Source: an optimization exercise on an open RTL-to-GDS flow (aim: small area, a short achievable clock period and few clock cycles per item). Production flows keep margins and buffers that such runs may drop.
Function was checked by simulation only, so behaviour that the tests miss may differ from the original.
No activity file was given, so power comes from the tool's default toggle rates.

`design/flow/design.v`:
```
package tcq_pkg;
	localparam int TICKET_W  = 16;
	localparam int MINUTE_W  = 11;
	localparam int KIND_W    = 3;
	localparam int STATUS_W  = 2;
	localparam int RUN_W     = 4;
	localparam int TDATA_W   = 32;
	localparam int PAYLOAD_W = TICKET_W + MINUTE_W;
	localparam int PAD_W     = TDATA_W - PAYLOAD_W;
	localparam int OUSER_W   = STATUS_W + 1;
	localparam logic [RUN_W-1:0] RUN_MAX     = 4'd15;
	localparam logic [RUN_W-1:0] NPP_DEFAULT = 4'd2;
	localparam logic [KIND_W-1:0] KIND_ENQ_NORMAL   = 3'd0;
	localparam logic [KIND_W-1:0] KIND_ENQ_PRIORITY = 3'd1;
	localparam logic [KIND_W-1:0] KIND_SERVE        = 3'd2;
	localparam logic [KIND_W-1:0] KIND_SEARCH       = 3'd3;
	localparam logic [KIND_W-1:0] KIND_CANCEL       = 3'd4;
	localparam logic [STATUS_W-1:0] STATUS_DONE      = 2'd0;
	localparam logic [STATUS_W-1:0] STATUS_FULL      = 2'd1;
	localparam logic [STATUS_W-1:0] STATUS_EMPTY     = 2'd2;
	localparam logic [STATUS_W-1:0] STATUS_NOT_FOUND = 2'd3;
	localparam logic CLASS_NORMAL   = 1'b0;
	localparam logic CLASS_PRIORITY = 1'b1;
	typedef struct packed {
		logic [MINUTE_W-1:0] minute;
		logic [TICKET_W-1:0] ticket;
	} entry_t;
	typedef enum logic [3:0] {
		ST_IDLE,
		ST_DECODE,
		ST_SERVE_WB,
		ST_SCAN_RD,
		ST_SCAN_CMP,
		ST_SHIFT_RD,
		ST_SHIFT_WR,
		ST_RESP
	} state_t;
	typedef struct packed {
		logic capture;
		logic enq;
		logic res_empty;
		logic res_nop;
		logic serve_rd;
		logic serve_pop;
		logic scan_start;
		logic scan_rd;
		logic scan_next;
		logic scan_adv;
		logic res_found;
		logic res_miss;
		logic shift_rd;
		logic shift_wr;
		logic remove_done;
		logic out_load;
	} cmd_t;
	typedef struct packed {
		logic [KIND_W-1:0] op;
		logic              both_empty;
		logic              scan_end;
		logic              hit;
		logic              cls;
		logic              shift_end;
		logic              out_free;
	} stat_t;
endpackage
module tcq_ram #(
	parameter int DEPTH = 16
) (
	input  logic                                clk,
	input  logic [DEPTH-1:0]                    shift,
	input  logic [tcq_pkg::PAYLOAD_W-1:0]       wdata,
	output logic [DEPTH*tcq_pkg::PAYLOAD_W-1:0] entries   
);
	localparam int PW = tcq_pkg::PAYLOAD_W;
	logic [PW-1:0] mem [0:DEPTH-1];
	always_ff @(posedge clk) begin
		if (shift[0]) begin
			mem[0] <= wdata;
		end
		for (int i = 1; i < DEPTH; i++) begin
			if (shift[i]) begin
				mem[i] <= mem[i-1];
			end
		end
	end
	always_comb begin
		for (int i = 0; i < DEPTH; i++) begin
			entries[i*PW +: PW] = mem[i];
		end
	end
endmodule
module two_class_ticket_queue_weighted_server #(
	parameter int QUEUE_DEPTH = 16
) (
	input  logic                              clk,
	input  logic                              arst_n,
	input  logic                              s_axis_tvalid,
	output logic                              s_axis_tready,
	input  logic [tcq_pkg::TDATA_W-1:0]       s_axis_tdata,
	input  logic [tcq_pkg::KIND_W-1:0]        s_axis_tuser,
	output logic                              m_axis_tvalid,
	input  logic                              m_axis_tready,
	output logic [tcq_pkg::TDATA_W-1:0]       m_axis_tdata,
	output logic [tcq_pkg::OUSER_W-1:0]       m_axis_tuser,
	input  logic                              cfg_we,
	input  logic [tcq_pkg::RUN_W-1:0]         cfg_data
);
	localparam int D  = QUEUE_DEPTH;
	localparam int PW = tcq_pkg::PAYLOAD_W;
	localparam int TW = tcq_pkg::TICKET_W;
	localparam int MW = tcq_pkg::MINUTE_W;
	localparam int RW = tcq_pkg::RUN_W;
	logic          e_valid_q;
	logic          e_enqn_q, e_enqp_q, e_serve_q, e_scan_q, e_cancel_q;
	logic [TW-1:0] e_tk_q;
	logic [MW-1:0] e_mn_q;
	logic [D-1:0]  e_nhit_q, e_phit_q;
	logic [D-1:0]  nv_q, pv_q, nmov_q, pmov_q;
	logic          nempty_q, pempty_q;   
	logic          turn_q;
	logic [RW-1:0] run_q, npp_q;
	logic                         r_valid_q;
	logic [tcq_pkg::STATUS_W-1:0] r_status_q;
	logic                         r_class_q;
	logic [D-1:0]                 r_nsel_q, r_psel_q;
	logic                         o_valid_q;
	logic [tcq_pkg::STATUS_W-1:0] o_status_q;
	logic                         o_class_q;
	logic [PW-1:0]                o_data_q;
	logic r_room_q, e_room_q;
	logic fire_e, r_move, accept, s_ready;
	logic e_valid_d, r_valid_d, o_valid_d;
	always_comb begin
		r_move    = r_valid_q && (!o_valid_q || m_axis_tready);
		fire_e    = e_valid_q && (r_room_q || m_axis_tready);
		s_ready   = e_room_q || m_axis_tready;
		accept    = s_axis_tvalid && s_ready;
		e_valid_d = accept || (e_valid_q && !fire_e);
		r_valid_d = fire_e || (r_valid_q && !r_move);
		o_valid_d = r_move || (o_valid_q && !m_axis_tready);
	end
	assign s_axis_tready = s_ready;
	logic [D-1:0]    nshift, pshift;
	logic [D*PW-1:0] nent, pent;
	always_comb begin
		nshift = (fire_e && e_enqn_q) ? nmov_q : '0;
		pshift = (fire_e && e_enqp_q) ? pmov_q : '0;
	end
	tcq_ram #(.DEPTH(D)) u_normal (
		.clk     (clk),
		.shift   (nshift),
		.wdata   ({e_mn_q, e_tk_q}),
		.entries (nent)
	);
	tcq_ram #(.DEPTH(D)) u_priority (
		.clk     (clk),
		.shift   (pshift),
		.wdata   ({e_mn_q, e_tk_q}),
		.entries (pent)
	);
	logic [TW-1:0] in_tk;
	logic [D-1:0]  in_neq, in_peq, in_nhit, in_phit;
	logic          in_eq_new;
	always_comb begin
		in_tk     = s_axis_tdata[TW-1:0];
		in_eq_new = (e_tk_q == in_tk);
		for (int i = 0; i < D; i++) begin
			in_neq[i] = (nent[i*PW +: TW] == in_tk);
			in_peq[i] = (pent[i*PW +: TW] == in_tk);
		end
		in_nhit[0] = nshift[0] ? in_eq_new : in_neq[0];
		in_phit[0] = pshift[0] ? in_eq_new : in_peq[0];
		for (int i = 1; i < D; i++) begin
			in_nhit[i] = nshift[i] ? in_neq[i-1] : in_neq[i];
			in_phit[i] = pshift[i] ? in_peq[i-1] : in_peq[i];
		end
	end
	function automatic [D-1:0] suffix_or(input logic [D-1:0] x);
		suffix_or[D-1] = x[D-1];
		for (int i = D - 2; i >= 0; i--) begin
			suffix_or[i] = suffix_or[i+1] | x[i];
		end
	endfunction
	function automatic [D-1:0] mov_after_enq(input logic [D-1:0] v);
		logic [D:0] none, one;
		none[0] = 1'b1;
		one[0]  = 1'b1;
		for (int i = 0; i < D; i++) begin
			none[i+1] = none[i] & v[i];
			one[i+1]  = one[i] & (v[i] | none[i]);
		end
		mov_after_enq = one[D] ? '0 : one[D-1:0];
	endfunction
	function automatic at_most_one(input logic [D-1:0] v);
		logic none, one;
		none = 1'b1;
		one  = 1'b1;
		for (int i = 0; i < D; i++) begin
			one  = one & (!v[i] | none);
			none = none & !v[i];
		end
		at_most_one = one;
	endfunction
	logic [D-1:0]  nmatch, pmatch, nsrc, psrc, nsuf, psuf, nsel, psel;
	logic [D-1:0]  nclr, pclr, nmov_clr, pmov_clr;
	logic          nany, pany, nempty, pempty, pick_p, both_empty;
	logic          use_n, use_p, clr_n, clr_p;
	logic [RW-1:0] run_inc;
	logic          n_left_empty;
	logic [tcq_pkg::STATUS_W-1:0] x_status;
	logic          x_class;
	always_comb begin
		nmatch     = e_nhit_q & nv_q;
		pmatch     = e_phit_q & pv_q;
		nany       = |nmatch;
		pany       = |pmatch;
		nempty     = nempty_q;
		pempty     = pempty_q;
		both_empty = nempty && pempty;
		pick_p     = (turn_q && !pempty) || nempty;
		nsrc = e_serve_q ? nv_q : nmatch;
		psrc = e_serve_q ? pv_q : pmatch;
		nsuf = suffix_or(nsrc);
		psuf = suffix_or(psrc);
		for (int i = 0; i < D - 1; i++) begin
			nsel[i] = nsrc[i] && !nsuf[i+1];
			psel[i] = psrc[i] && !psuf[i+1];
		end
		nsel[D-1] = nsrc[D-1];
		psel[D-1] = psrc[D-1];
		use_n = e_serve_q ? !pick_p : (e_scan_q && nany);
		use_p = e_serve_q ?  pick_p : (e_scan_q && !nany);
		clr_n = fire_e && ((e_serve_q && !pick_p) || (e_cancel_q && nany));
		clr_p = fire_e && ((e_serve_q && pick_p && !pempty) || (e_cancel_q && !nany && pany));
		nclr  = clr_n ? nsel : '0;
		pclr  = clr_p ? psel : '0;
		nmov_clr = (nmov_q | {D{!nmov_q[0]}}) & nsuf;
		pmov_clr = (pmov_q | {D{!pmov_q[0]}}) & psuf;
		x_status = tcq_pkg::STATUS_DONE;
		x_class  = tcq_pkg::CLASS_NORMAL;
		if (e_enqn_q || e_enqp_q) begin
			x_class  = e_enqp_q;
			x_status = (e_enqp_q ? !pmov_q[0] : !nmov_q[0]) ? tcq_pkg::STATUS_FULL
				: tcq_pkg::STATUS_DONE;
		end else if (e_serve_q) begin
			if (both_empty) x_status = tcq_pkg::STATUS_EMPTY;
			else            x_class  = pick_p;
		end else if (e_scan_q) begin
			if (nany)      x_class  = tcq_pkg::CLASS_NORMAL;
			else if (pany) x_class  = tcq_pkg::CLASS_PRIORITY;
			else           x_status = tcq_pkg::STATUS_NOT_FOUND;
		end
		run_inc      = (run_q != tcq_pkg::RUN_MAX) ? run_q + 1'b1 : run_q;
		n_left_empty = at_most_one(nv_q);
	end
	logic [PW-1:0] r_data;
	always_comb begin
		r_data = '0;
		for (int i = 0; i < D; i++) begin
			r_data = r_data | ({PW{r_nsel_q[i]}} & nent[i*PW +: PW])
				| ({PW{r_psel_q[i]}} & pent[i*PW +: PW]);
		end
	end
	always_ff @(posedge clk or negedge arst_n) begin
		if (!arst_n) begin
			e_valid_q  <= 1'b0;
			r_valid_q  <= 1'b0;
			o_valid_q  <= 1'b0;
			r_room_q   <= 1'b1;
			e_room_q   <= 1'b1;
			nv_q       <= '0;
			pv_q       <= '0;
			nempty_q   <= 1'b1;
			pempty_q   <= 1'b1;
			nmov_q     <= {{(D-1){1'b0}}, 1'b1};
			pmov_q     <= {{(D-1){1'b0}}, 1'b1};
			turn_q     <= 1'b1;
			run_q      <= '0;
			npp_q      <= tcq_pkg::NPP_DEFAULT;
		end else begin
			e_valid_q  <= e_valid_d;
			r_valid_q  <= r_valid_d;
			o_valid_q  <= o_valid_d;
			r_room_q   <= !(r_valid_d && o_valid_d);
			e_room_q   <= !(e_valid_d && r_valid_d && o_valid_d);
			if (cfg_we) begin
				npp_q <= cfg_data;
			end
			nv_q <= (nv_q & ~nclr) | nshift;
			pv_q <= (pv_q & ~pclr) | pshift;
			nempty_q <= nempty_q ? !(fire_e && e_enqn_q) : (clr_n && at_most_one(nv_q));
			pempty_q <= pempty_q ? !(fire_e && e_enqp_q) : (clr_p && at_most_one(pv_q));
			if (fire_e && e_enqn_q) begin
				nmov_q <= mov_after_enq(nv_q);
			end else if (clr_n) begin
				nmov_q <= nmov_clr;
			end
			if (fire_e && e_enqp_q) begin
				pmov_q <= mov_after_enq(pv_q);
			end else if (clr_p) begin
				pmov_q <= pmov_clr;
			end
			if (fire_e && e_serve_q && !both_empty) begin
				if (pick_p) begin
					turn_q <= nempty;
					run_q  <= '0;
				end else begin
					turn_q <= turn_q || (run_inc >= npp_q) || n_left_empty;
					run_q  <= run_inc;
				end
			end
		end
	end
	always_ff @(posedge clk) begin
		if (accept) begin
			e_enqn_q   <= (s_axis_tuser == tcq_pkg::KIND_ENQ_NORMAL);
			e_enqp_q   <= (s_axis_tuser == tcq_pkg::KIND_ENQ_PRIORITY);
			e_serve_q  <= (s_axis_tuser == tcq_pkg::KIND_SERVE);
			e_scan_q   <= (s_axis_tuser == tcq_pkg::KIND_SEARCH) || (s_axis_tuser == tcq_pkg::KIND_CANCEL);
			e_cancel_q <= (s_axis_tuser == tcq_pkg::KIND_CANCEL);
			e_tk_q     <= in_tk;
			e_mn_q     <= s_axis_tdata[PW-1:TW];
			e_nhit_q   <= in_nhit;
			e_phit_q   <= in_phit;
		end
		if (fire_e) begin
			r_status_q <= x_status;
			r_class_q  <= x_class;
			r_nsel_q   <= use_n ? nsel : '0;
			r_psel_q   <= use_p ? psel : '0;
		end
		if (r_move) begin
			o_status_q <= r_status_q;
			o_class_q  <= r_class_q;
			o_data_q   <= r_data;
		end
	end
	assign m_axis_tvalid = o_valid_q;
	assign m_axis_tdata  = {{tcq_pkg::PAD_W{1'b0}}, o_data_q};
	assign m_axis_tuser  = {o_class_q, o_status_q};
endmodule
```
`design/flow/constraint.sdc`:
```
create_clock -name core_clock -period 5.0 [get_ports {clk}]
set_input_delay 1.0000 -clock core_clock [delete_from_list [all_inputs] [get_ports {clk}]]
set_output_delay 1.0000 -clock core_clock [all_outputs]
set_load 0.01 [all_outputs]
```
`design/flow/run.sh`:
```
#!/bin/bash
# synth_recipe.tcl (not shown) runs the flow's synth.tcl, then flattens the netlist and writes it again
# the make line also repeats each setting of config.mk as NAME=value (left out here)
make -C /OpenROAD-flow-scripts/flow DESIGN_CONFIG=/design/flow/config.mk WORK_HOME=/design/flow/orfs CLKGATE_MAP_FILE= SYNTH_SCRIPT=/design/flow/synth_recipe.tcl finish
```
`design/flow/config.mk`:
```
export PLATFORM = sky130hd
export DESIGN_NAME = two_class_ticket_queue_weighted_server
export DESIGN_NICKNAME = two_class_ticket_queue_weighted_server
export VERILOG_FILES = /design/flow/design.v
export SDC_FILE = /design/flow/constraint.sdc
export NUM_CORES = 4
export LEC_CHECK = 0
export ABC_CLOCK_PERIOD_IN_PS = 2500
export CAP_MARGIN = 20
export CORE_MARGIN = 2
export CORE_UTILIZATION = 50
export SETUP_SLACK_MARGIN = 2.5
export SLEW_MARGIN = 20
```
==> flow_summary.toml, run 1 <==
[finish]
reg.largest.list = "u_normal.mem: 432 flops, u_priority.mem: 432 flops, o_data_q: 27 flops"
layout-drive-gt1-share_pct = 15.9
fin_cells = 4742
nFillCells = 7258
layout-area-overhead-vs-synth_pct = 15.9
nNetsFinal = 3445

[sta]
slew_headroom_pct = 28.5
setup_viol = 0
fin_crit_sh_pct = 52.8
worstMarginPinSlew_ns = 1.07
finalHoldViolCount = 0
holdWs_ns = 0.292
fmax_ghz = 0.379
fin_tns_setup_ns = 0
rsz0062_at_grt = "true"
fin_worst_skew_ns = 0.0386
fin_ws_ns = 2.36
period_needed_ns = 2.64
finalMaxSlewViolations = 0

[clocking]
htree_levels = 3
cts.path.max_buffers = 3
root_buffer = "clkbuf_16"
numClockSinks = 1073
clk_pin_slew_worst_paths_ns = 0.06
cts_tree = "built"
cts_buffers = 110
hold_buffers = 0
clk_latency_ns = 0.72

[floorplanning]
fp.dieH_um = 309
fp.dieW_um = 309
rows = 111
ios = 81
die_area_um2 = 95600
start_util_pct = 50.7
core_area_um2 = 91900

[drt]
drc = 0
drt_first_pass_iters = 8
vias = 34846
wl_per_cell_um = 44.6
vias_per_cell = 7.35
wirelength_um = 212000
ant_nets = 0
drt_iter0_drc = 6493

[synth]
ys.flop_type = "edfxtp_1"
synth_area_leaders = "edfxtp_1 64%, xor2_1 9.3%, a22oi_1 5.2%"
yosysSeqAreaShare_pct = 68.3
ys_ff_latch = 1073
ys_warn_count = 3
yosys-top-cells-count = "993 x edfxtp_1, 497 x xor2_1, 325 x a22oi_1, 177 x clkbuf_1, 138 x nor4_1"
synthCells = 3231
synth-edff-count = 993
avgSynthCellArea_um2 = 14.4
ys_types = 79
synthArstFlopShare_pct = 7.46
netlist_area_um2 = 46600
synth_top_area_share_pct = 64.0
synth_area_leader_cell = "edfxtp_1"
synth.most_common_cell = "edfxtp_1"

[global_route]
grtUsageTotal_pct = 44.0
grt_max_degree = 67
overflow = 0
antenna_found_initial = 10
grt_pass1_vias = 32407
grt_pass1_wl_um = 281000

[setup_path]
crit_fanout = 19
reg2regPathDepth = 6
worstPathArrival_ns = 3.21
worstSetupStartpointType = "input port"
reg2reg_from = "r_nsel_q[5]"
crit_path_start = "s_axis_tdata[5]"
regToRegEndpoint = "o_data_q[5]"
end_kind = "flip-flop"
crit_type = "input port to flip-flop"
cp.required_ns = 5.57
r2r_slack_ns = 2.47
critPathCapture = "e_nhit_q[15]"

[pwr]
p_leak_nw = 18.2
ir_drop_uv = 304
p_per_area_nw_per_um2 = 483

[hold_path]
hp-class = "input port to async pin"

[placement]
place_hpwl_um = 129000
gp_congestion = 1.07
port_buffers = 70
dp_cells = 4457
pre_cts_slack_ns = 0.720

[flow_run]
maxCapViolations = 0

[run_status]
status = "finished clean"
## report_power, final
| part | internal (mW) | switching (mW) | leakage [nW] |
|---|---|---|---|
| sequential | 11.0 | 1.11 | 9.95 |
| clock | 4.44 | 3.67 | 1.68 |
| combinational | 1.67 | 4.18 | 6.58 |
| total | 17.1 | 8.95 | 18.2 |
## worst max-delay path, stage by stage
cell     delay [ns]
buf_4          0.22
buf_4          0.27
xnor2_1        0.56
nand4_1        0.29
nor4_2         0.63
nand2_1        0.11
o21ai_0        0.09
## layout by cell type (no fill, tap or decap), drive strengths merged, types with 11 or more instances in the layout
cell type        n
nor2b           11
xor2           497
clkinv          49
a21oi           32
buf            214
nor3            29
dlygate4sd2     31
clkinvlp        27
dfrtp           72
mux2i           30
xnor2           34
a22oi          325
edfxtp         993
nand2b          15
or4             29
a22o            64
diode           11
clkdlybuf4s50   20
o31ai           12
inv             21
o21a            11
nand4          102
o22ai           14
nand3           74
clkbuf         145
a21o            16
nand2          102
nor2            64
nor4           139
a221oi          62
o21ai          103
and3            21
## what timing repair did
item / 4_1_cts / 5_1_grt
setup endpoints to repair: 1030 / 138
endpoints found under the hold margin: 0 / 0
pin swaps: 6 / 11
cloned: 2 / 0
resized for setup: 147 / 59
buffers inserted: 27 / 40
## logic make-up (layout without fill, tap and decap cells)
logic type | count (synthesis) | after routing | synth area share (%)
other | 1 | 16 | 0.00805
AND/OR/NAND/NOR | 622 | 623 | 7.45
buffers and inverters | 261 | 512 | 2.20
adder cells (fa/ha/maj) | 14 | 14 | 0.328
XOR/XNOR | 531 | 531 | 9.98
flip-flops | 1073 | 1073 | 68.3
AO/OA/AOI/OAI | 697 | 698 | 11.0
multiplexers | 32 | 32 | 0.693
## per-stage QoR
| stage | util (%) | total power, mW | area [um^2] |
|---|---|---|---|
| 6_report | 58.7 | 26.0 | 54000 |
| 5_1_grt | 58.7 | 26.5 | 54000 |
| 4_1_cts | 58.1 | 25.4 | 53400 |
| 3_5_place_dp | 53.6 | 17.3 | 49200 |
| 3_3_place_gp | 53.6 | 17.2 | 49200 |
| 2_1_floorplan | - | 14.6 | 46900 |
## area by class of cell
cell class                      instances  area (um^2)  share of cell area [%]
Inverter                               41          236                   0.438
Timing Repair Buffer                  267         2350                    4.35
Antenna cell                           11         27.5                  0.0510
Clock inverter                         61          502                   0.929
Clock buffer                          143         2960                    5.48
Sequential cell                      1073        31900                    59.0
Multi-Input combinational cell       1903        14500                    26.9
Tap cell                             1243         1560                    2.88
## worst min path at each step
stage	startpoint	slack, ns	cells after the start	to
floorplan	r_class_q	0.40	0	o_class_q
global placement	r_status_q[1]	0.40	0	o_status_q[1]
detailed placement	r_status_q[1]	0.41	0	o_status_q[1]
CTS	arst_n	0.30	1	pmov_q[3]
global route	arst_n	0.33	1	pmov_q[4]
finish	arst_n	0.29	1	pmov_q[4]
## layer usage
layer / global-route usage (%) / part of all wire, %
met5: 1.01 / 0.074
met4: 30.1 / 8.1
met3: 14.1 / 14
met2: 63.2 / 42
met1: 56.8 / 35
Testbench counts, summed over its fixed seeds: cycles 4,824, ops 4,800.
==> run 2: changes to the inputs <==
--- a/design/flow/config.mk
+++ b/design/flow/config.mk
@@ -9,5 +9,7 @@
 export CAP_MARGIN = 20
 export CORE_MARGIN = 2
 export CORE_UTILIZATION = 50
+export CTS_CLUSTER_DIAMETER = 70
+export CTS_CLUSTER_SIZE = 22
 export SETUP_SLACK_MARGIN = 2.5
 export SLEW_MARGIN = 20
==> run 2 against run 1 <==
Cell count down 2.2%. Clock skew down 0.0029 ns. Via count down 1.6%. Routed wire length down 0.52%. Non-clock buffer count up 6. Die area unchanged. First-iteration DRC count up 5.0%.
==> flow_summary.toml, run 2 <==
[synth]
avgSynthCellArea_um2 = 14.4
synth.most_common_cell = "edfxtp_1"
synthCells = 3231
netlist_area_um2 = 46600
yosys-top-cells-count = "993 x edfxtp_1, 497 x xor2_1, 325 x a22oi_1, 177 x clkbuf_1, 138 x nor4_1"
synth_area_leader_cell = "edfxtp_1"
yosysSeqAreaShare_pct = 68.3
synth_top_area_share_pct = 64.0
ys_ff_latch = 1073
ys.flop_type = "edfxtp_1"
synthArstFlopShare_pct = 7.46
ys_warn_count = 3
synth-edff-count = 993
ys_types = 79
synth_area_leaders = "edfxtp_1 64%, xor2_1 9.3%, a22oi_1 5.2%"

[floorplanning]
start_util_pct = 50.7
fp.dieH_um = 309
ios = 81
fp.dieW_um = 309
rows = 111
die_area_um2 = 95600
core_area_um2 = 91900

[drt]
drt-met1-wl_um = 73400
drt_iter0_drc = 6819
wl_per_cell_um = 45.4
drc = 0
ant_nets = 0
drt_first_pass_iters = 9
wirelength_um = 210000
wl_met2_um = 88400
vias = 34272
wl_met3_um = 30200
top_layer = "met5"
vias_per_cell = 7.39

[run_status]
status = "finished clean"

[sta]
finalHoldViolCount = 0
fin_tns_setup_ns = 0
fin_ws_ns = 2.44
finalMaxSlewViolations = 0
period_needed_ns = 2.56
fin_crit_sh_pct = 51.3
setup_viol = 0
fmax_ghz = 0.390
rsz0062_at_grt = "true"
worstMarginPinSlew_ns = 1.04
fin_worst_skew_ns = 0.0357
slew_headroom_pct = 30.6

[global_route]
overflow = 0
grt_max_degree = 67
antenna_found_initial = 8
grt_pass1_wl_um = 278000
grt_pass1_vias = 31850
grtUsageTotal_pct = 43.7

[setup_path]
crit_path_start = "s_axis_tdata[14]"
reg2reg_from = "r_nsel_q[5]"
r2r_slack_ns = 2.49
crit_type = "input port to flip-flop"
crit_fanout = 22
cp.depth = 6
crit_chain = "buf_4 > buf_4 > xor2_1 > nor4_2 > nand4_1 > mux2i_1"
regToRegEndpoint = "o_data_q[5]"
critPathBufInv = 2
path_delay_family = "simple AND/OR/NAND/NOR gates"
reg2regPathDepth = 6
cpMaxStageDelayCell = "nor4_2"
cp_common_cell = "buf_4"
end_kind = "flip-flop"
worstPathArrival_ns = 3.08
critPathMaxStageDelay_ns = 0.55
cp.required_ns = 5.52
worstSetupStartpointType = "input port"
critPathCapture = "e_nhit_q[11]"

[pwr]
ir_drop_uv = 324
p_leak_nw = 17.6
fin_total_pwr_mw = 24.0
p_per_area_nw_per_um2 = 456

[clocking]
cts_tree = "built"
clk_latency_ns = 0.70
root_buffer = "clkbuf_16"
cts_buffers = 68
clk_pin_slew_worst_paths_ns = 0.09
cts.path.max_buffers = 3
htree_levels = 3
numClockSinks = 1073

[finish]
seq_area_um2 = 31900
layout-area-overhead-vs-synth_pct = 13.0
layout-drive-gt1-share_pct = 14.8
nFillCells = 7356
reg.largest.list = "u_normal.mem: 432 flops, u_priority.mem: 432 flops, o_data_q: 27 flops"
multi_input_area_um2 = 14500
layout_commonest_cell = "edfxtp_1"
fin_cells = 4637
layout_common_cells = "993 x edfxtp_1, 493 x xor2_1, 325 x a22oi_1, 185 x buf_4, 101 x nand4_1"
nNetsFinal = 3408

[placement]
dp_cells = 4457
place_hpwl_um = 129000
pre_cts_slack_ns = 0.720
port_buffers = 70
gp_congestion = 1.07

[hold_path]
hp-class = "input port to async pin"

[flow_run]
maxCapViolations = 0
-- run 2: how the worst min path moves through the flow --
stage                               end  cells past startpoint
after floorplan               o_class_q                      0
after global placement    o_status_q[1]                      0
after detailed placement  o_status_q[1]                      0
after CTS                      pv_q[15]                      1
after global routing           pv_q[13]                      1
final                          pv_q[15]                      1
-- run 2: power breakdown --
part / internal (mW) / switching (mW) / total (mW)
Combinational: 1.68 / 4.18 / 5.86
Clock: 2.77 / 3.29 / 6.07
Sequential: 11.0 / 1.09 / 12.1
-- run 2: kinds of logic (layout without fill, tap and decap cells) --
logic type	after synthesis	after routing	synth area share (%)
compound gates	697	697	11.0
fa+ha+maj	14	14	0.328
flops	1073	1073	68.3
xor+xnor	531	531	9.98
buf+inv	261	417	2.20
other cells	1	7	0.00805
simple gates	622	623	7.45
mux	32	32	0.693
-- run 2: repair_timing --
item | 4_1_cts | 5_1_grt
setup endpoints to repair | 1037 | 93
hold endpoints to repair | 0 | 0
resized for setup | 139 | 62
pin swaps | 5 | 11
hold buffers | 0 | 0
setup buffers | 27 | 46
gates cloned | 1 | 0
-- run 2: metal layers --
layer | up-vias | global-route usage (%)
met2 | 3359 | 63.1
met4 | 12 | 28.8
met1 | 17190 | 56.6
li1 | 12846 | -
met5 | - | 0.708
met3 | 865 | 14.3
-- run 2: through the flow --
stage,instance area (um^2),util [%],hold slack [ns]
3_3_place_gp,49200,53.6,0.405
5_1_grt,52600,57.2,0.352
4_1_cts,52000,56.6,0.330
6_report,52600,57.3,0.323
3_5_place_dp,49200,53.6,0.406
2_1_floorplan,46900,-,0.400
-- run 2: area by class of cell --
type	instances	share of cell area (%)
Multi-Input combinational cell	1902	27.5
Antenna cell	2	0.00951
Clock buffer	73	3.39
Clock inverter	30	0.666
Inverter	41	0.449
Timing Repair Buffer	273	4.54
Tap cell	1243	2.95
Sequential cell	1073	60.5
==> run 3: changes to the inputs <==
--- a/design/flow/config.mk
+++ b/design/flow/config.mk
@@ -9,7 +9,7 @@
 export CAP_MARGIN = 20
 export CORE_MARGIN = 2
 export CORE_UTILIZATION = 50
-export CTS_CLUSTER_DIAMETER = 70
-export CTS_CLUSTER_SIZE = 22
+export CTS_CLUSTER_DIAMETER = 60
+export CTS_CLUSTER_SIZE = 18
 export SETUP_SLACK_MARGIN = 2.5
 export SLEW_MARGIN = 20
==> run 3 against run 2 <==
Maximum frequency is 0.19% lower. Critical endpoint is now e_nhit_q[10]. Critical path depth stayed put. Synthesized cell count stayed put. Sequential power hardly changed. Area after synthesis stayed put. First-iteration DRC count is 3.7% lower. Combinational power is 1% lower. Sequential cell count stayed put. Global-route usage is 0.12 points higher. Largest cell class unchanged. Worst hold slack worse by 0.016 ns. Register-to-register slack better by 0.03 ns.
==> flow_summary.toml, run 3 <==
[run_status]
status = "finished clean"

[global_route]
grt_pass1_vias = 32230
antenna_found_initial = 11
grt_max_degree = 67
overflow = 0
grt_pass1_wl_um = 280000
grtUsageTotal_pct = 43.8

[clocking]
cts_tree = "built"
clk_pin_slew_worst_paths_ns = 0.08
cts.path.max_buffers = 3
root_buffer = "clkbuf_16"
numClockSinks = 1073
cts_buffers = 90
hold_buffers = 0
clk_latency_ns = 0.71
htree_levels = 3

[drt]
wirelength_um = 210000
wl_met3_um = 30300
vias_per_cell = 7.37
wl_met2_um = 88600
wl_per_cell_um = 44.8
drc = 0
drt_first_pass_iters = 6
ant_nets = 0
drt_iter0_drc = 6567
drt-met1-wl_um = 73000
vias = 34612
top_layer = "met5"

[finish]
post-route-cell-area_um2 = 53500
layout-area-overhead-vs-synth_pct = 15.0
layout_commonest_cell = "edfxtp_1"
final_util_pct = 58.2
layout_common_cells = "993 x edfxtp_1, 493 x xor2_1, 325 x a22oi_1, 185 x buf_4, 101 x nand4_1"
layout-drive-gt1-share_pct = 16.0
nNetsFinal = 3431
fin_cells = 4698
reg.largest.list = "u_normal.mem: 432 flops, u_priority.mem: 432 flops, o_data_q: 27 flops"

[sta]
finalHoldViolCount = 0
slew_headroom_pct = 26.4
fmax_ghz = 0.389
fin_ws_ns = 2.43
finalMaxSlewViolations = 0
setup_viol = 0
holdWs_ns = 0.306
period_needed_ns = 2.57
fin_crit_sh_pct = 51.4
fin_tns_setup_ns = 0
rsz0062_at_grt = "false"
fin_worst_skew_ns = 0.0326
worstMarginPinSlew_ns = 1.09

[synth]
ys.flop_type = "edfxtp_1"
synth-edff-count = 993
avgSynthCellArea_um2 = 14.4
yosys-top-cells-count = "993 x edfxtp_1, 497 x xor2_1, 325 x a22oi_1, 177 x clkbuf_1, 138 x nor4_1"
synthArstFlopShare_pct = 7.46
synth_adder_area_share_pct = 0.328
synthSimpleGateAreaFrac_pct = 7.45
synth_top_family_by_area = "compound AO/OA/AOI/OAI gates"
yosysSeqAreaShare_pct = 68.3
netlist_area_um2 = 46600
synth_area_leaders = "edfxtp_1 64%, xor2_1 9.3%, a22oi_1 5.2%"
ys_warn_count = 3
synth.most_common_cell = "edfxtp_1"
synth-compound-area-share_pct = 11.0
synthXorXnorAreaFrac_pct = 9.98
synth_mux_area_share_pct = 0.693
synthCells = 3231
ys_types = 79
synth_area_leader_cell = "edfxtp_1"
ys_ff_latch = 1073
synth_top_area_share_pct = 64.0

[setup_path]
crit_type = "input port to flip-flop"
regToRegEndpoint = "u_normal.mem[7][18]"
end_kind = "flip-flop"
worstPathArrival_ns = 3.11
crit_chain = "clkbuf_4 > buf_12 > xor2_1 > nor4_1 > nand4_1 > mux2i_1"
cp.required_ns = 5.54
r2r_slack_ns = 2.52
reg2regPathDepth = 4
crit_fanout = 20
critPathMaxStageDelay_ns = 0.93
reg2reg_from = "r_room_q"
critPathBufInv = 2
worstSetupStartpointType = "input port"
cp.depth = 6
cpMaxStageDelayCell = "nor4_1"
path_delay_family = "simple AND/OR/NAND/NOR gates"

[placement]
place_hpwl_um = 129000
dpl_cell_area_um2 = 49200
gp_congestion = 1.07
dp_cells = 4457
pre_cts_slack_ns = 0.720
port_buffers = 70

[hold_path]
hp-class = "input port to async pin"

[floorplanning]
fp.dieH_um = 309
rows = 111
die_area_um2 = 95600
start_util_pct = 50.7
ios = 81
fp.dieW_um = 309
core_area_um2 = 91900

[pwr]
fin_total_pwr_mw = 25.3
p_per_area_nw_per_um2 = 473
ir_drop_uv = 400
p_leak_nw = 18.0

[flow_run]
maxCapViolations = 0
run 3: worst reg2reg max path, cell delays in order (launching register included):
cell,delay [ns]
dfstp_2,0.59
o21a_4,0.25
buf_4,0.27
and3_2,0.27
buf_4,0.68
run 3: what timing repair did:
item	4_1_cts	5_1_grt
gates resized for setup	151	51
gates cloned	2	0
pin swaps	8	10
hold endpoints to repair	0	0
setup endpoints to repair	1037	75
buffers inserted	28	45
run 3: layer usage:
layer | GRT usage (%) | vias up
met4 | 29.9 | 10
met1 | 56.5 | 17246
li1 | - | 12965
met3 | 14.0 | 831
met2 | 63.3 | 3560
met5 | 1.01 | -
run 3: worst max-delay path by stage:
| stage | from | to | slack, ns |
|---|---|---|---|
| 2_1_floorplan | m_axis_tready | u_priority.mem[11][0] | 2.47 |
| 3_3_place_gp | m_axis_tready | pv_q[8] | 0.81 |
| 3_5_place_dp | m_axis_tready | nv_q[1] | 0.72 |
| 4_1_cts | m_axis_tready | s_axis_tready | 2.51 |
| 5_1_grt | e_serve_q | nv_q[1] | 2.47 |
| 6_report | s_axis_tdata[0] | e_nhit_q[10] | 2.43 |
run 3: final cells by class:
type,instances,area (um^2)
Fill cell,7296,38400
Sequential cell,1073,31900
Multi-Input combinational cell,1903,14500
Timing Repair Buffer,273,2430
Clock buffer,97,2320
Tap cell,1243,1560
Clock inverter,61,674
Inverter,41,236
Antenna cell,7,17.5
run 3: cell families (layout without fill, tap and decap cells):
family,Yosys count,in the layout
buffers and inverters,261,472
AOI/OAI and AO/OA,697,698
and+or+nand+nor,622,623
xor gates and xnor gates,531,531
DFF,1073,1073
other,1,12
muxes,32,32
adders and majority gates,14,14
run 3: where the power goes:
| group | internal (mW) | switching, mW |
|---|---|---|
| clock network | 3.78 | 3.67 |
| registers | 11.0 | 1.11 |
| logic | 1.65 | 4.14 |
| total | 16.4 | 8.92 |
==> run 4: changes to the inputs <==
--- a/design/flow/config.mk
+++ b/design/flow/config.mk
@@ -9,7 +9,7 @@
 export CAP_MARGIN = 20
 export CORE_MARGIN = 2
 export CORE_UTILIZATION = 50
-export CTS_CLUSTER_DIAMETER = 60
-export CTS_CLUSTER_SIZE = 18
+export CTS_CLUSTER_DIAMETER = 85
+export CTS_CLUSTER_SIZE = 26
 export SETUP_SLACK_MARGIN = 2.5
 export SLEW_MARGIN = 20
==> run 4 against run 3 <==
Clock skew fell by 0.0062 ns. Design area fell by 2.6%. Global-route usage fell by 0.43 points. Worst hold slack got worse by 0.0084 ns. Core utilization fell by 1.5 points. Synthesized cell count did not move. Critical endpoint is now e_nhit_q[6]. Largest cell class unchanged.
==> flow_summary.toml, run 4 <==
[setup_path]
worstSetupStartpointType = "input port"
reg2regPathDepth = 6
crit_type = "input port to flip-flop"
worstPathArrival_ns = 3.12
reg2reg_from = "r_nsel_q[5]"
crit_path_start = "s_axis_tdata[14]"
end_kind = "flip-flop"
cp.required_ns = 5.53
crit_fanout = 22

[floorplanning]
die_area_um2 = 95600
fp.dieH_um = 309
fp.dieW_um = 309
rows = 111
core_area_um2 = 91900
start_util_pct = 50.7
ios = 81

[finish]
layout-drive-gt1-share_pct = 14.1
layout_commonest_cell = "edfxtp_1"
fin_cells = 4616
post-route-cell-area_um2 = 52100
layout_common_cells = "993 x edfxtp_1, 492 x xor2_1, 325 x a22oi_1, 184 x buf_4, 101 x nand4_1"
reg.largest.list = "u_normal.mem: 432 flops, u_priority.mem: 432 flops, o_data_q: 27 flops"
layout-area-overhead-vs-synth_pct = 11.9
nNetsFinal = 3389

[placement]
place_hpwl_um = 129000
gp_congestion = 1.07
pre_cts_slack_ns = 0.720
dp_cells = 4457
port_buffers = 70
dpl_cell_area_um2 = 49200

[synth]
synth-edff-count = 993
netlist_area_um2 = 46600
synthCells = 3231
synth.most_common_cell = "edfxtp_1"
yosys-top-cells-count = "993 x edfxtp_1, 497 x xor2_1, 325 x a22oi_1, 177 x clkbuf_1, 138 x nor4_1"
synth_area_leaders = "edfxtp_1 64%, xor2_1 9.3%, a22oi_1 5.2%"
ys_warn_count = 3
synth_top_area_share_pct = 64.0
yosysSeqAreaShare_pct = 68.3
synth_area_leader_cell = "edfxtp_1"
synthArstFlopShare_pct = 7.46
ys_types = 79
avgSynthCellArea_um2 = 14.4
ys.flop_type = "edfxtp_1"
ys_ff_latch = 1073

[sta]
finalMaxSlewViolations = 0
fin_crit_sh_pct = 51.9
fin_worst_skew_ns = 0.0265
fin_ws_ns = 2.41
finalHoldViolCount = 0
fin_tns_setup_ns = 0
slew_headroom_pct = 27.4
fmax_ghz = 0.386
rsz0062_at_grt = "false"
worstMarginPinSlew_ns = 1.09
period_needed_ns = 2.59
holdWs_ns = 0.298
setup_viol = 0

[drt]
drt_iter0_drc = 6402
drt_first_pass_iters = 6
vias_per_cell = 7.42
drc = 0
wirelength_um = 209000
wl_per_cell_um = 45.2
vias = 34233
ant_nets = 0

[clocking]
cts_buffers = 51
root_buffer = "clkbuf_16"
clk_latency_ns = 0.70
cts_tree = "built"
numClockSinks = 1073
cts.path.max_buffers = 3
clk_pin_slew_worst_paths_ns = 0.11
hold_buffers = 0
htree_levels = 2

[hold_path]
hp-class = "input port to async pin"

[pwr]
p_leak_nw = 17.3
internal_power_mw = 14.8
swShare_pct = 35.9
pwr-share-seq_pct = 52.2
p_per_area_nw_per_um2 = 442
pwr-share-comb_pct = 25.6
ir_drop_uv = 317
p_sw_mw = 8.27
power_frac_clock_pct = 22.2

[global_route]
grt_pass1_wl_um = 277000
overflow = 0
grt_pass1_vias = 31791
grt_max_degree = 67
grtUsageTotal_pct = 43.4
antenna_found_initial = 12

[run_status]
status = "finished clean"

[flow_run]
maxCapViolations = 0
==> run 4: cell counts after synthesis <==
No cell type changed its count.
==> run 4: power by group through the flow <==
stage	combinational (mW)	clock [mW]	sequential (mW)
6_report	5.91	5.11	12.0
5_1_grt	5.96	5.37	12.1
4_1_cts	5.40	5.12	12.0
3_5_place_dp	5.07	0	12.2
3_3_place_gp	5.04	0	12.2
2_1_floorplan	3.00	0	11.6
==> run 4: cell type report <==
cell class / count / area (um^2)
well taps: 1243 / 1560
inverters: 41 / 236
repair buffers: 271 / 2410
clock inverters: 18 / 256
flip-flops and latches: 1073 / 31900
fillers: 7431 / 39800
clock buffers: 55 / 1310
diodes: 13 / 32.5
multi-input cells: 1902 / 14500
==> run 4: cells by family after synthesis <==
kind of cell    count (synthesis)  share of synthesized area, %
compound gates                697                          11.0
xor+xnor                      531                          9.98
fa+ha+maj                      14                         0.328
buf+inv                       261                          2.20
flops                        1073                          68.3
mux                            32                         0.693
other cells                     1                       0.00805
simple gates                  622                          7.45
==> run 4: repair_timing <==
item | in CTS | in global routing
cloned | 1 | 0
setup endpoints to repair | 1038 | 145
gates resized for setup | 150 | 53
hold endpoints to repair | 0 | 0
setup buffers | 41 | 30
pin swaps | 7 | 13
==> run 4: path summary, 6_finish.rpt <==
kind,end,slack (ns)
worst min-delay path,pv_q[3],0.30
worst min register to register,o_status_q[1],0.43
max in group asynchronous,nv_q[1],3.69
worst max-delay path,e_nhit_q[6],2.41
min in group core_clock,o_status_q[1],0.43
worst max register to register,o_data_q[5],2.43
==> run 4: worst max-delay path, cell delays in order <==
cell	delay, ns
buf_4	0.32
buf_4	0.33
xor2_1	0.13
nor4_2	0.58
nand4_1	0.47
mux2i_1	0.27
==> run 4: metal layers <==
metal	wire, um	share of wire (%)	track usage (%)	vias to the layer above
li1	-	-	-	12817
met5	49	0.023	0.152	-
met3	29100	14	14.1	753
met2	89000	43	62.8	3430
met4	16900	8.1	28.5	8
met1	73800	35	56.2	17225
==> run 4: through the flow <==
stage	util, %	power, mW
after floorplan	-	14.6
after global placement	53.6	17.2
after detailed placement	53.6	17.3
after CTS	56.2	22.5
after global routing	56.7	23.4
final	56.7	23.0
==> run 5: changes to the inputs <==
--- a/design/flow/config.mk
+++ b/design/flow/config.mk
@@ -9,7 +9,7 @@
 export CAP_MARGIN = 20
 export CORE_MARGIN = 2
 export CORE_UTILIZATION = 50
-export CTS_CLUSTER_DIAMETER = 85
-export CTS_CLUSTER_SIZE = 26
+export CTS_CLUSTER_DIAMETER = 90
+export CTS_CLUSTER_SIZE = 28
 export SETUP_SLACK_MARGIN = 2.5
 export SLEW_MARGIN = 20
==> run 5 against run 4 <==
Still clean. Count of clock-buffer cells in the layout decreased by 5. Sequential share of layout area increased by 0.054 points. Sequential power about the same. Via count decreased by 0.21%. Largest cell class unchanged. Highest routed layer unchanged.
==> flow_summary.toml, run 5 <==
[clocking]
clk_latency_ns = 0.69
cts.path.max_buffers = 3
htree_levels = 2
cts_tree = "built"
clk_pin_slew_worst_paths_ns = 0.11
hold_buffers = 0
root_buffer = "clkbuf_16"
numClockSinks = 1073
cts_buffers = 49

[placement]
gp_congestion = 1.07
place_hpwl_um = 129000
port_buffers = 70
dpl_cell_area_um2 = 49200

[floorplanning]
fp.dieH_um = 309
rows = 111
start_util_pct = 50.7
core_area_um2 = 91900
ios = 81
die_area_um2 = 95600
fp.dieW_um = 309

[setup_path]
regToRegEndpoint = "o_data_q[5]"
cp.required_ns = 5.53
worstSetupStartpointType = "input port"
crit_fanout = 24
critPathBufInv = 2
worstPathArrival_ns = 3.14
crit_type = "input port to flip-flop"
critPathMaxStageDelay_ns = 0.66
end_kind = "flip-flop"
cpMaxStageDelayCell = "nor4_1"
cp_common_cell = "buf_4"
reg2reg_from = "r_nsel_q[5]"
crit_chain = "buf_4 > buf_4 > xor2_1 > nor4_1 > nand4_1 > mux2i_1"
path_delay_family = "simple AND/OR/NAND/NOR gates"
r2r_slack_ns = 2.47
reg2regPathDepth = 6

[synth]
synth_adder_area_share_pct = 0.328
ys_warn_count = 3
synth_top_area_share_pct = 64.0
synth_area_leaders = "edfxtp_1 64%, xor2_1 9.3%, a22oi_1 5.2%"
synthXorXnorAreaFrac_pct = 9.98
synthSimpleGateAreaFrac_pct = 7.45
avgSynthCellArea_um2 = 14.4
synth_mux_area_share_pct = 0.693
ys.flop_type = "edfxtp_1"
synth_top_family_by_area = "compound AO/OA/AOI/OAI gates"
yosysSeqAreaShare_pct = 68.3
synthArstFlopShare_pct = 7.46
ys_types = 79
synth-edff-count = 993
yosys-top-cells-count = "993 x edfxtp_1, 497 x xor2_1, 325 x a22oi_1, 177 x clkbuf_1, 138 x nor4_1"
synth-compound-area-share_pct = 11.0
synth.most_common_cell = "edfxtp_1"
ys_ff_latch = 1073
netlist_area_um2 = 46600
synthCells = 3231
synth_area_leader_cell = "edfxtp_1"

[sta]
setup_viol = 0
slew_headroom_pct = 28.7
fin_tns_setup_ns = 0
finalHoldViolCount = 0
fin_worst_skew_ns = 0.0545
fmax_ghz = 0.383
period_needed_ns = 2.61
rsz0062_at_grt = "true"
fin_crit_sh_pct = 52.2
worstMarginPinSlew_ns = 1.07
finalMaxSlewViolations = 0

[finish]
final_util_pct = 56.6
layout-drive-gt1-share_pct = 14.2
layout_common_cells = "993 x edfxtp_1, 492 x xor2_1, 325 x a22oi_1, 176 x buf_4, 101 x nand4_1"
layout-area-overhead-vs-synth_pct = 11.8
post-route-cell-area_um2 = 52100
layout_commonest_cell = "edfxtp_1"
nNetsFinal = 3381
reg.largest.list = "u_normal.mem: 432 flops, u_priority.mem: 432 flops, o_data_q: 27 flops"

[drt]
drt_first_pass_iters = 8
drt_iter0_drc = 6706
wl_per_cell_um = 45.5
ant_nets = 0
vias_per_cell = 7.41
vias = 34162
drc = 0
wirelength_um = 209000

[global_route]
grt_max_degree = 67
grt_pass1_vias = 31822
grtUsageTotal_pct = 43.5
antenna_found_initial = 11
grt_pass1_wl_um = 278000
overflow = 0

[flow_run]
maxCapViolations = 0

[pwr]
p_per_area_nw_per_um2 = 441
p_leak_nw = 17.3
ir_drop_uv = 422

[hold_path]
hp-class = "input port to async pin"

[run_status]
status = "finished clean"
-- run 5: layer usage --
layer  routed length (um)  GRT usage, %  up-vias
li1                     -             -    12808
met1                73400          56.6    17134
met2                88400          62.9     3412
met3                29700          13.5      800
met4                17900          28.9        8
met5                   45        0.0506        -
-- run 5: kinds of logic (layout without fill, tap and decap cells) --
logic type                 after synthesis  count (layout)
buffers and inverters                  261             378
AOI/OAI and AO/OA                      697             698
DFF                                   1073            1073
other                                    1              16
xor gates and xnor gates               531             531
adders and majority gates               14              14
and+or+nand+nor                        622             623
muxes                                   32              32
-- run 5: layout make-up --
cell class / instances / area (um^2)
antenna: 11 / 27.5
clock buffer: 50 / 1230
clock inverter: 23 / 297
fill: 7404 / 39900
inverter: 41 / 236
multi-input combinational: 1903 / 14500
sequential: 1073 / 31900
tap: 1243 / 1560
timing repair buffer: 264 / 2350
-- run 5: through the flow --
stage / power [mW] / instances / setup WS (ns) / hold slack (ns)
3_5_place_dp: 17.3 / 4457 / 0.720 / 0.406
6_report: 23.0 / 4608 / 2.39 / 0.313
5_1_grt: 23.3 / 4599 / 2.43 / 0.355
2_1_floorplan: 14.6 / 3235 / 2.47 / 0.400
4_1_cts: 22.3 / 4566 / 2.50 / 0.336
3_3_place_gp: 17.2 / 4457 / 0.809 / 0.405
-- run 5: report_power, final --
group	internal [mW]	switching [mW]
clock network	1.98	3.03
registers	11.0	1.08
logic	1.68	4.21
-- run 5: worst max-delay path by stage --
stage                     start                     to  slack, ns  cells after the start
6_report       s_axis_tdata[15]           e_phit_q[12]       2.39                      6
5_1_grt            e_nhit_q[15]                pv_q[8]       2.43                      8
3_5_place_dp      m_axis_tready                nv_q[1]       0.72                      8
2_1_floorplan     m_axis_tready  u_priority.mem[11][0]       2.47                      6
3_3_place_gp      m_axis_tready                pv_q[8]       0.81                      9
4_1_cts           m_axis_tready          s_axis_tready       2.50                      3
-- run 5: timing repair --
item                                     CTS  global route
gates cloned                               2             0
gates resized for setup                  157            57
pin swaps                                  7            12
endpoints found under the setup margin  1038            76
buffers inserted                          34            30
==> run 6: changes to the inputs <==
--- a/design/flow/config.mk
+++ b/design/flow/config.mk
@@ -8,8 +8,8 @@
 export ABC_CLOCK_PERIOD_IN_PS = 2500
 export CAP_MARGIN = 20
 export CORE_MARGIN = 2
-export CORE_UTILIZATION = 50
-export CTS_CLUSTER_DIAMETER = 90
-export CTS_CLUSTER_SIZE = 28
+export CORE_UTILIZATION = 56
+export CTS_CLUSTER_DIAMETER = 70
+export CTS_CLUSTER_SIZE = 22
 export SETUP_SLACK_MARGIN = 2.5
 export SLEW_MARGIN = 20
==> run 6 against run 5 <==
Power up 1.2%. Worst hold slack got worse by 0.081 ns. Non-clock buffer count decreased by 12. Critical endpoint is now e_phit_q[10]. Largest cell class unchanged.
==> flow_summary.toml, run 6 <==
[synth]
synth_area_leaders = "edfxtp_1 64%, xor2_1 9.3%, a22oi_1 5.2%"
ys_warn_count = 3
synth_area_leader_cell = "edfxtp_1"
avgSynthCellArea_um2 = 14.4
synth.most_common_cell = "edfxtp_1"
synth_top_area_share_pct = 64.0
ys_ff_latch = 1073
synthArstFlopShare_pct = 7.46
synth-edff-count = 993
synthCells = 3231
yosysSeqAreaShare_pct = 68.3
ys.flop_type = "edfxtp_1"
yosys-top-cells-count = "993 x edfxtp_1, 497 x xor2_1, 325 x a22oi_1, 177 x clkbuf_1, 138 x nor4_1"
ys_types = 79
netlist_area_um2 = 46600

[clocking]
cts_tree = "built"
clk_pin_slew_worst_paths_ns = 0.09
cts_buffers = 59
cts.path.max_buffers = 3
root_buffer = "clkbuf_16"
htree_levels = 2
clk_latency_ns = 0.71
numClockSinks = 1073

[run_status]
status = "finished clean"

[pwr]
p_per_area_nw_per_um2 = 446
p_leak_nw = 17.3
fin_total_pwr_mw = 23.2
ir_drop_uv = 294

[sta]
rsz0062_at_grt = "true"
fmax_ghz = 0.382
fin_ws_ns = 2.38
finalMaxSlewViolations = 0
finalHoldViolCount = 0
slew_headroom_pct = 27.4
worstMarginPinSlew_ns = 1.09
fin_worst_skew_ns = 0.0570
period_needed_ns = 2.62
setup_viol = 0
fin_crit_sh_pct = 52.4
fin_tns_setup_ns = 0

[setup_path]
cp.required_ns = 5.50
crit_type = "input port to flip-flop"
path_delay_family = "simple AND/OR/NAND/NOR gates"
cpMaxStageDelayCell = "nor4_1"
critPathBufInv = 1
worstSetupStartpointType = "input port"
worstPathArrival_ns = 3.12
critPathMaxStageDelay_ns = 0.72
crit_fanout = 29
end_kind = "flip-flop"
crit_chain = "buf_4 > xor2_1 > nor4_1 > nand4_1 > mux2i_1"

[finish]
layout-area-overhead-vs-synth_pct = 11.7
nNetsFinal = 3377
layout_common_cells = "993 x edfxtp_1, 491 x xor2_1, 325 x a22oi_1, 152 x buf_4, 105 x nor4_1"
layout_commonest_cell = "edfxtp_1"
reg.largest.list = "u_normal.mem: 432 flops, u_priority.mem: 432 flops, o_data_q: 27 flops"
layout-drive-gt1-share_pct = 13.5

[global_route]
grt_max_degree = 67
grtUsageTotal_pct = 46.9
grt_pass1_wl_um = 271000
antenna_found_initial = 16
overflow = 0
grt_pass1_vias = 32030

[drt]
wl_met3_um = 33300
top_layer = "met5"
drc = 0
ant_nets = 0
wl_per_cell_um = 45.7
drt_iter0_drc = 6664
vias_per_cell = 7.77
wirelength_um = 202000
vias = 34412
wl_met2_um = 82000
drt-met1-wl_um = 67000
drt_first_pass_iters = 7

[placement]
port_buffers = 70
pre_cts_slack_ns = 1.11
gp_congestion = 1.06
place_hpwl_um = 123000

[floorplanning]
core_area_um2 = 82200
fp.dieH_um = 292
fp.dieW_um = 292
die_area_um2 = 85500
ios = 81
start_util_pct = 56.6
rows = 105

[flow_run]
maxCapViolations = 0

[hold_path]
hp-class = "input port to async pin"
==> run 6: cell counts after synthesis <==
Identical to the previous run, type by type.
==> run 6: path summary, 6_finish.rpt <==
path	startpoint	endpoint	slack, ns	cells past startpoint
min	arst_n	pmov_q[1]	0.23	1
min reg2reg	r_class_q	o_class_q	0.43	0
min in group core_clock	r_class_q	o_class_q	0.43	0
max	s_axis_tdata[4]	e_phit_q[10]	2.38	5
max reg2reg	r_nsel_q[9]	o_data_q[4]	2.44	5
max in group asynchronous	arst_n	nv_q[0]	3.64	2
==> run 6: cell families after synthesis <==
logic type	after synthesis	share of synthesized area, %
compound gates	697	11.0
xor+xnor	531	9.98
fa+ha+maj	14	0.328
buf+inv	261	2.20
flops	1073	68.3
mux	32	0.693
other cells	1	0.00805
simple gates	622	7.45
==> run 6: metal layers <==
layer	vias up	global-route usage, %
met5	-	0.624
met4	20	33.8
met3	1018	18.5
met2	3743	65.1
met1	16850	60.0
li1	12781	-
==> run 6: final cells by class <==
cell class | count | area (um^2)
Sequential cell | 1073 | 31900
Antenna cell | 7 | 17.5
Multi-Input combinational cell | 1901 | 14500
Timing Repair Buffer | 252 | 2370
Clock buffer | 61 | 1480
Inverter | 41 | 236
Fill cell | 6159 | 30200
Tap cell | 1070 | 1340
Clock inverter | 24 | 240
==> run 6: worst reg2reg max path, delay by kind of cell (launching register included) <==
family	cells	cell delay, ns
flops	1	0.40
simple gates	2	0.77
buf+inv	1	0.42
compound gates	2	0.66
==> run 6: report_power, final <==
| part | leakage (nW) | internal (mW) | switching (mW) |
|---|---|---|---|
| logic | 6.53 | 1.67 | 4.16 |
| registers | 9.94 | 11.0 | 1.07 |
| clock network | 0.842 | 2.28 | 3.06 |
==> run 6: through the flow <==
step | instance area, um^2 | instances | utilization, % | hold WS (ns)
after floorplan | 46900 | 3235 | - | 0.400
after global placement | 49000 | 4280 | 59.6 | 0.404
after detailed placement | 49000 | 4280 | 59.6 | 0.408
after CTS | 51500 | 4394 | 62.6 | 0.229
after global routing | 52000 | 4422 | 63.2 | 0.253
final | 52000 | 4429 | 63.2 | 0.232
==> run 6: timing repair <==
| item | 4_1_cts | 5_1_grt |
|---|---|---|
| endpoints found under the setup margin | 969 | 108 |
| pin swaps | 3 | 12 |
| gates resized for setup | 133 | 71 |
| hold buffers | 0 | 0 |
| setup buffers | 29 | 28 |

afterwards: timing with drivers on the ports:
The results above use ideal ports. As a check the final layouts listed here were re-extracted and re-timed, cells and wires unchanged.
Step 1 (the two cells are an assumption about what drives the block):
set clk [get_ports {clk}]
set_driving_cell -lib_cell sky130_fd_sc_hd__clkbuf_16 $clk
set_driving_cell -lib_cell sky130_fd_sc_hd__buf_2 [delete_from_list [all_inputs] $clk]
Step 2 also shifts input and output timing later by t, the mid clock arrival at the registers, as if the neighbouring blocks saw the same clock.
Three values: ideal ports, drivers, drivers and shift; two values: the first two.
| run | t, ns | setup WS [ns] | worst register clock-pin slew, ns | worst data-port slew with drivers (ns) |
|---|---|---|---|---|
| run 1 | 0.780 | 2.362 / 2.415 / 1.635 | 0.07 / 0.07 | 0.11 |
| run 2 | 0.749 | 2.435 / 2.451 / 1.702 | 0.10 / 0.10 | 0.10 |
| run 3 | 0.768 | 2.430 / 2.473 / 1.705 | 0.08 / 0.08 | 0.11 |
| run 4 | 0.756 | 2.406 / 2.432 / 1.693 | 0.11 / 0.11 | 0.10 |
| run 5 | 0.738 | 2.388 / 2.434 / 1.696 | 0.12 / 0.12 | 0.10 |
| run 6 | 0.760 | 2.379 / 2.355 / 1.595 | 0.11 / 0.11 | 0.09 |
After both steps every run listed still meets setup and hold. The setup slack of run 6, which loses most, moves by -0.024 ns with the drivers and by -0.784 ns with both steps.
